What follows belongs to an exercise in optimizing a design on an open flow for small area, a short achievable clock period and few clock cycles per item; a production flow would make more cautious choices.
At most, simulation tests tie the RTL to the original design; equivalence was not proved.
Power and IR drop assume default switching activity.

Setup of the baseline:
==> flow/design.v <==
`default_nettype none
module mrc_rd_aoi (
    input  wire logic [31:0] i_a,
    input  wire logic        i_sa,
    input  wire logic [31:0] i_b,
    input  wire logic        i_sb,
    output logic      [31:0] o_y
);
    assign o_y = ~((i_a & {32{i_sa}}) | (i_b & {32{i_sb}}));
endmodule
module mrc_rd_nand4 (
    input  wire logic [31:0] i_x0,
    input  wire logic [31:0] i_x1,
    input  wire logic [31:0] i_x2,
    input  wire logic [31:0] i_x3,
    output logic      [31:0] o_y
);
    assign o_y = ~(i_x0 & i_x1 & i_x2 & i_x3);
endmodule
module mrc_rd_nor2 (
    input  wire logic [31:0] i_x0,
    input  wire logic [31:0] i_x1,
    output logic      [31:0] o_y
);
    assign o_y = ~(i_x0 | i_x1);
endmodule
`default_nettype wire
`default_nettype none
module mrc_hold (
    input  wire logic        i_load,
    input  wire logic [32:0] i_new,
    input  wire logic [32:0] i_old,
    output logic      [32:0] o_d
);
    assign o_d = i_load ? i_new : i_old;
endmodule
`default_nettype wire
`default_nettype none
module matrix_rotate_clockwise_core (
    input  wire logic                  i_clk,
    input  wire logic                  i_rst_n,
    input  wire logic                  i_cfg_valid,
    output logic                       o_cfg_ready,
    input  wire logic [3:0]            i_cfg_matrix_dim,
    input  wire logic                  i_elem_valid,
    output logic                       o_elem_ready,
    input  wire logic [31:0]           i_elem_element_in,
    output logic                       o_rot_valid,
    input  wire logic                  i_rot_ready,
    output logic [31:0]                o_rot_element_out,
    output logic                       o_rot_last_of_matrix
);
    logic [2:0]  r_dm1;      
    logic [7:0]  r_dm1_oh;   
    logic        r_d1;       
    logic [1:0]  r_ph;       
    logic [7:0]  r_wro;
    logic [7:0]  r_wco;
    logic [2:0]  r_wrow;
    logic [2:0]  r_wcol;
    logic        r_wwrap;    
    logic        r_wlast;    
    logic        r_rv;       
    logic [7:0]  r_rro;
    logic [7:0]  r_rco;
    logic [2:0]  r_rrow;
    logic [2:0]  r_rcol;
    logic        r_rwrap;
    logic        r_rlast;
    logic [6:0]  r_gap;      
    logic        r_ready;
    logic        r_ovalid;
    logic        r_olast;
    logic [31:0] r_odata;
    logic [31:0] r_mem [64];
    localparam logic [7:0] OH0 = 8'd1;
    function automatic logic [15:0] f_start(input logic [1:0] m, input logic [7:0] dm1);
        case (m)
            2'd0: f_start = {OH0, OH0};
            2'd1: f_start = {dm1, OH0};
            2'd2: f_start = {dm1, dm1};
            default: f_start = {OH0, dm1};
        endcase
    endfunction
    function automatic logic [15:0] f_step(input logic [1:0] m, input logic [7:0] dm1,
                                           input logic [7:0] row, input logic [7:0] col,
                                           input logic wrap);
        logic [7:0] row_up;
        logic [7:0] row_dn;
        logic [7:0] col_up;
        logic [7:0] col_dn;
        row_up = {row[6:0], 1'b0};
        row_dn = {1'b0, row[7:1]};
        col_up = {col[6:0], 1'b0};
        col_dn = {1'b0, col[7:1]};
        case (m)
            2'd0: f_step = wrap ? {row_up, OH0} : {row, col_up};
            2'd1: f_step = wrap ? {dm1, col_up} : {row_dn, col};
            2'd2: f_step = wrap ? {row_dn, dm1} : {row, col_dn};
            default: f_step = wrap ? {OH0, col_dn} : {row_up, col};
        endcase
    endfunction
    function automatic logic [2:0] f_clamp(input logic [3:0] raw);
        if (raw == 4'd0)      f_clamp = 3'd0;
        else if (raw > 4'd8)  f_clamp = 3'd7;
        else                  f_clamp = 3'(raw - 4'd1);
    endfunction
    logic [1:0]  c_ph1;
    logic [15:0] c_waddr;
    logic [2:0]  c_wrow;
    logic [2:0]  c_wcol;
    logic        c_wwrap;
    logic        c_wlast;
    logic [15:0] c_raddr;
    logic [2:0]  c_rrow;
    logic [2:0]  c_rcol;
    logic        c_rwrap;
    logic        c_rlast;
    logic [6:0]  c_gap_inc;
    logic [6:0]  c_gap_dec;
    logic        c_gap_ge1;
    logic        c_gap_ge2;
    logic [2:0]  c_cfg_dm1;
    logic [2:0]  c_new_dm1;
    always_comb begin
        c_ph1   = r_ph + 2'd1;
        c_waddr = r_wlast ? f_start(c_ph1, r_dm1_oh)
                          : f_step(r_ph, r_dm1_oh, r_wro, r_wco, r_wwrap);
        c_wcol  = r_wwrap ? 3'd0 : r_wcol + 3'd1;
        c_wrow  = r_wlast ? 3'd0 : (r_wwrap ? r_wrow + 3'd1 : r_wrow);
        c_wwrap = (c_wcol == r_dm1);
        c_wlast = c_wwrap && (c_wrow == r_dm1);
        c_raddr = r_rlast ? f_start(c_ph1, r_dm1_oh)
                          : f_step(r_rv ? r_ph : c_ph1, r_dm1_oh, r_rro, r_rco, r_rwrap);
        c_rcol  = r_rwrap ? 3'd0 : r_rcol + 3'd1;
        c_rrow  = r_rlast ? 3'd0 : (r_rwrap ? r_rrow + 3'd1 : r_rrow);
        c_rwrap = (c_rcol == r_dm1);
        c_rlast = c_rwrap && (c_rrow == r_dm1);
        c_gap_inc = r_gap + 7'd1;
        c_gap_dec = r_gap - 7'd1;
        c_gap_ge1 = (r_gap != 7'd0);
        c_gap_ge2 = (r_gap[6:1] != 6'd0);
        c_cfg_dm1 = f_clamp(i_cfg_matrix_dim);
        c_new_dm1 = i_rst_n ? c_cfg_dm1 : 3'd2;
    end
    logic w_we;
    logic w_complete;
    logic w_re;
    assign w_we       = i_elem_valid & r_ready;
    assign w_complete = w_we & r_wlast;
    assign w_re       = (!r_ovalid | i_rot_ready) & (r_rv | (w_complete & !r_d1));
    always_ff @(posedge i_clk) begin
        if (!i_rst_n || i_cfg_valid) begin
            r_dm1    <= c_new_dm1;
            r_dm1_oh <= 8'd1 << c_new_dm1;
            r_d1     <= (c_new_dm1 == 3'd0);
            r_ph     <= 2'd0;
            r_wro    <= OH0;
            r_wco    <= OH0;
            r_wrow   <= 3'd0;
            r_wcol   <= 3'd0;
            r_wwrap  <= (c_new_dm1 == 3'd0);
            r_wlast  <= (c_new_dm1 == 3'd0);
            r_rv     <= 1'b0;
            r_rro    <= 8'd1 << c_new_dm1;
            r_rco    <= OH0;
            r_rrow   <= 3'd0;
            r_rcol   <= 3'd0;
            r_rwrap  <= (c_new_dm1 == 3'd0);
            r_rlast  <= (c_new_dm1 == 3'd0);
            r_gap    <= 7'd0;
            r_ready  <= 1'b1;
        end else begin
            if (w_complete) begin
                r_ph <= c_ph1;
            end
            if (w_we) begin
                {r_wro, r_wco} <= c_waddr;
                r_wrow  <= c_wrow;
                r_wcol  <= c_wcol;
                r_wwrap <= c_wwrap;
                r_wlast <= c_wlast;
            end
            if (w_re) begin
                {r_rro, r_rco} <= c_raddr;
                r_rrow  <= c_rrow;
                r_rcol  <= c_rcol;
                r_rwrap <= c_rwrap;
                r_rlast <= c_rlast;
            end
            if (r_rv) begin
                if (w_re & r_rlast) begin
                    r_rv <= 1'b0;
                end
                if (w_re & !w_we) begin
                    r_gap   <= c_gap_inc;
                    r_ready <= 1'b1;
                end else if (!w_re & w_we) begin
                    r_gap   <= c_gap_dec;
                    r_ready <= c_gap_ge2;
                end else begin
                    r_ready <= c_gap_ge1 | (w_re & r_rlast);
                end
            end else begin
                r_rv    <= w_complete;
                r_gap   <= {6'd0, w_re};
                r_ready <= !w_complete | w_re;
            end
        end
    end
    for (genvar i = 0; i < 64; i++) begin : g_word
        always_ff @(posedge i_clk) begin
            if (w_we & r_wro[i / 8] & r_wco[i % 8]) begin
                r_mem[i] <= i_elem_element_in;
            end
        end
    end
    logic [31:0] w_rd_l1 [32];
    logic [31:0] w_rd_row [8];
    logic [31:0] w_rd_l3 [4];
    logic [31:0] w_rdata;
    for (genvar g = 0; g < 32; g++) begin : g_rd_l1
        mrc_rd_aoi u_aoi (
            .i_a  (r_mem[2*g]),
            .i_sa (r_rco[(2*g) % 8]),
            .i_b  (r_mem[2*g+1]),
            .i_sb (r_rco[(2*g+1) % 8]),
            .o_y  (w_rd_l1[g])
        );
    end
    for (genvar g = 0; g < 8; g++) begin : g_rd_row
        mrc_rd_nand4 u_nand (
            .i_x0 (w_rd_l1[4*g]),
            .i_x1 (w_rd_l1[4*g+1]),
            .i_x2 (w_rd_l1[4*g+2]),
            .i_x3 (w_rd_l1[4*g+3]),
            .o_y  (w_rd_row[g])
        );
    end
    for (genvar g = 0; g < 4; g++) begin : g_rd_l3
        mrc_rd_aoi u_aoi (
            .i_a  (w_rd_row[2*g]),
            .i_sa (r_rro[2*g]),
            .i_b  (w_rd_row[2*g+1]),
            .i_sb (r_rro[2*g+1]),
            .o_y  (w_rd_l3[g])
        );
    end
    mrc_rd_nand4 u_rd_l4 (
        .i_x0 (w_rd_l3[0]),
        .i_x1 (w_rd_l3[1]),
        .i_x2 (w_rd_l3[2]),
        .i_x3 (w_rd_l3[3]),
        .o_y  (w_rdata)
    );
    logic [32:0] w_out_d;
    mrc_hold u_out_hold (
        .i_load (w_re),
        .i_new  ({r_rv & r_rlast, w_rdata}),
        .i_old  ({r_olast, r_odata}),
        .o_d    (w_out_d)
    );
    always_ff @(posedge i_clk) begin
        {r_olast, r_odata} <= w_out_d;
    end
    always_ff @(posedge i_clk) begin
        if (!i_rst_n) begin
            r_ovalid <= 1'b0;
        end else if (w_re) begin
            r_ovalid <= 1'b1;
        end else if (i_rot_ready) begin
            r_ovalid <= 1'b0;
        end
    end
    assign o_cfg_ready          = 1'b1;
    assign o_elem_ready         = r_ready;
    assign o_rot_valid          = r_ovalid;
    assign o_rot_element_out    = r_odata;
    assign o_rot_last_of_matrix = r_olast;
endmodule
`default_nettype wire
export LEC_CHECK = 0
export CAP_MARGIN = 20
export CORE_MARGIN = 2
export CORE_UTILIZATION = 55
export CTS_CLUSTER_DIAMETER = 100
export CTS_CLUSTER_SIZE = 30
export PLACE_DENSITY = 0.7
export SETUP_SLACK_MARGIN = 2.5
export SLEW_MARGIN = 20
export SYNTH_HIERARCHICAL = 1
export SYNTH_MINIMUM_KEEP_SIZE = 0
export TNS_END_PERCENT = 5
create_clock -name core_clock -period 5.0 [get_ports {i_clk}]
standard.sh (not shown) runs the stock make flow with config.mk's settings and CLKGATE_MAP_FILE= SYNTH_SCRIPT=/design/flow/synth_recipe.tcl, a recipe that flattens the netlist after the stock synthesis.
==> flow/flow/run.sh <==
#!/bin/bash
# Standard layout (the standard.sh, unchanged synthesis) with one change:
# port buffers are plain sky130_fd_sc_hd__buf_4 cells instead of the delay
# buffer buffer_ports picks by default. Every port still gets a buffer.
set -euo pipefail
bash standard.sh synth > synth.log 2>&1
bash standard.sh "BUFFER_PORTS_ARGS=-buffer_cell sky130_fd_sc_hd__buf_4" finish > layout.log 2>&1
Testbench counts of the baseline, summed over its fixed seeds: cycles 13,066, items 11,148.
#### Input delta (the candidate over the baseline)
--- a/flow/design.v
+++ b/flow/design.v
@@ -64,4 +64,5 @@
     logic [7:0]  r_rro;
     logic [7:0]  r_rco;
+    logic [63:0] r_rsel;     
     logic [2:0]  r_rrow;
     logic [2:0]  r_rcol;
@@ -165,4 +166,5 @@
             r_rro    <= 8'd1 << c_new_dm1;
             r_rco    <= OH0;
+            r_rsel   <= 64'd1 << {c_new_dm1, 3'd0};
             r_rrow   <= 3'd0;
             r_rcol   <= 3'd0;
@@ -184,4 +186,7 @@
             if (w_re) begin
                 {r_rro, r_rco} <= c_raddr;
+                for (int i = 0; i < 64; i++) begin
+                    r_rsel[i] <= c_raddr[8 + i / 8] & c_raddr[i % 8];
+                end
                 r_rrow  <= c_rrow;
                 r_rcol  <= c_rcol;
@@ -217,5 +222,5 @@
     end
     logic [31:0] w_rd_l1 [32];
-    logic [31:0] w_rd_row [8];
+    logic [31:0] w_rd_l2 [8];
     logic [31:0] w_rd_l3 [4];
     logic [31:0] w_rdata;
@@ -223,11 +228,11 @@
         mrc_rd_aoi u_aoi (
             .i_a  (r_mem[2*g]),
-            .i_sa (r_rco[(2*g) % 8]),
+            .i_sa (r_rsel[2*g]),
             .i_b  (r_mem[2*g+1]),
-            .i_sb (r_rco[(2*g+1) % 8]),
+            .i_sb (r_rsel[2*g+1]),
             .o_y  (w_rd_l1[g])
         );
     end
-    for (genvar g = 0; g < 8; g++) begin : g_rd_row
+    for (genvar g = 0; g < 8; g++) begin : g_rd_l2
         mrc_rd_nand4 u_nand (
             .i_x0 (w_rd_l1[4*g]),
@@ -235,13 +240,11 @@
             .i_x2 (w_rd_l1[4*g+2]),
             .i_x3 (w_rd_l1[4*g+3]),
-            .o_y  (w_rd_row[g])
+            .o_y  (w_rd_l2[g])
         );
     end
     for (genvar g = 0; g < 4; g++) begin : g_rd_l3
-        mrc_rd_aoi u_aoi (
-            .i_a  (w_rd_row[2*g]),
-            .i_sa (r_rro[2*g]),
-            .i_b  (w_rd_row[2*g+1]),
-            .i_sb (r_rro[2*g+1]),
+        mrc_rd_nor2 u_nor (
+            .i_x0 (w_rd_l2[2*g]),
+            .i_x1 (w_rd_l2[2*g+1]),
             .o_y  (w_rd_l3[g])
         );
## What came out
- On finished layout cell area, the lower figure sits with the baseline, not the candidate.
- Summary — biggest cell delay along the critical path, the candidate relative to the baseline: lower, by 30 ps.
- Of the candidate and the baseline, the run reporting the higher overall power was the candidate.
- The higher maximum number of pins on one net before global-route repair came out of the baseline.
- Post-synthesis simple-gate area fraction for the candidate: 0.95 points up relative to the baseline
- NOTE: area growth from synthesis to layout in the candidate falls short of that of the baseline
- Between the candidate and the baseline, count of standard-cell rows is higher for the candidate, the baseline comes in under that.
- Sort the candidate and the baseline by number of buffers created by CTS, descending, and the candidate comes first.
- The candidate vs the baseline on non-filler instance count after layout: the candidate is the higher one.
- Sort the candidate and the baseline by worst setup timing slack at the placement stage asc -> top: the candidate
- The candidate ended up with sky130_fd_sc_hd__nor2_1 as its highest-delay cell along the critical path; the baseline ended up with sky130_fd_sc_hd__dfxtp_4.
- Looking only at starting density of the core, and setting everything else aside, the lower value of the candidate and the baseline goes to the candidate.
Function not checked in the candidate: the RTL went through the layout flow alone.

## separate check: timing with driven ports
Ports are ideal in the flow. The routed layouts listed here were re-timed in OpenROAD.
Step 1 sets driving cells, clkbuf_16 on the clock port and buf_2 on the other inputs (assumed; they add their load-dependent delay and slew).
Step 2 adds t to the input delays and takes it off the output delays; t is the mean of the earliest and latest rising clock arrival at the registers after step 1. Input paths then give back, and output paths get back, about the clock's delay inside the block.
a / b / c = ideal / step 1 / step 2; a / b = the first two.
| run | t, ns | slack for setup (ns) | hold WS [ns] | worst slew at a driven data input, ns | pins driven straight from the clock port |
|---|---|---|---|---|---|
| the baseline | 0.811 | 2.367 / 2.367 / 1.818 | 0.478 / 0.478 / 0.478 | 0.14 | 1 |
| the candidate | 0.806 | 2.326 / 2.326 / 1.704 | 0.476 / 0.476 / 0.476 | 0.12 | 1 |
After both steps setup and hold are still met in every run listed. The setup slack of the candidate, which loses most, moves by 0.000 ns with the drivers and by -0.622 ns with both steps.
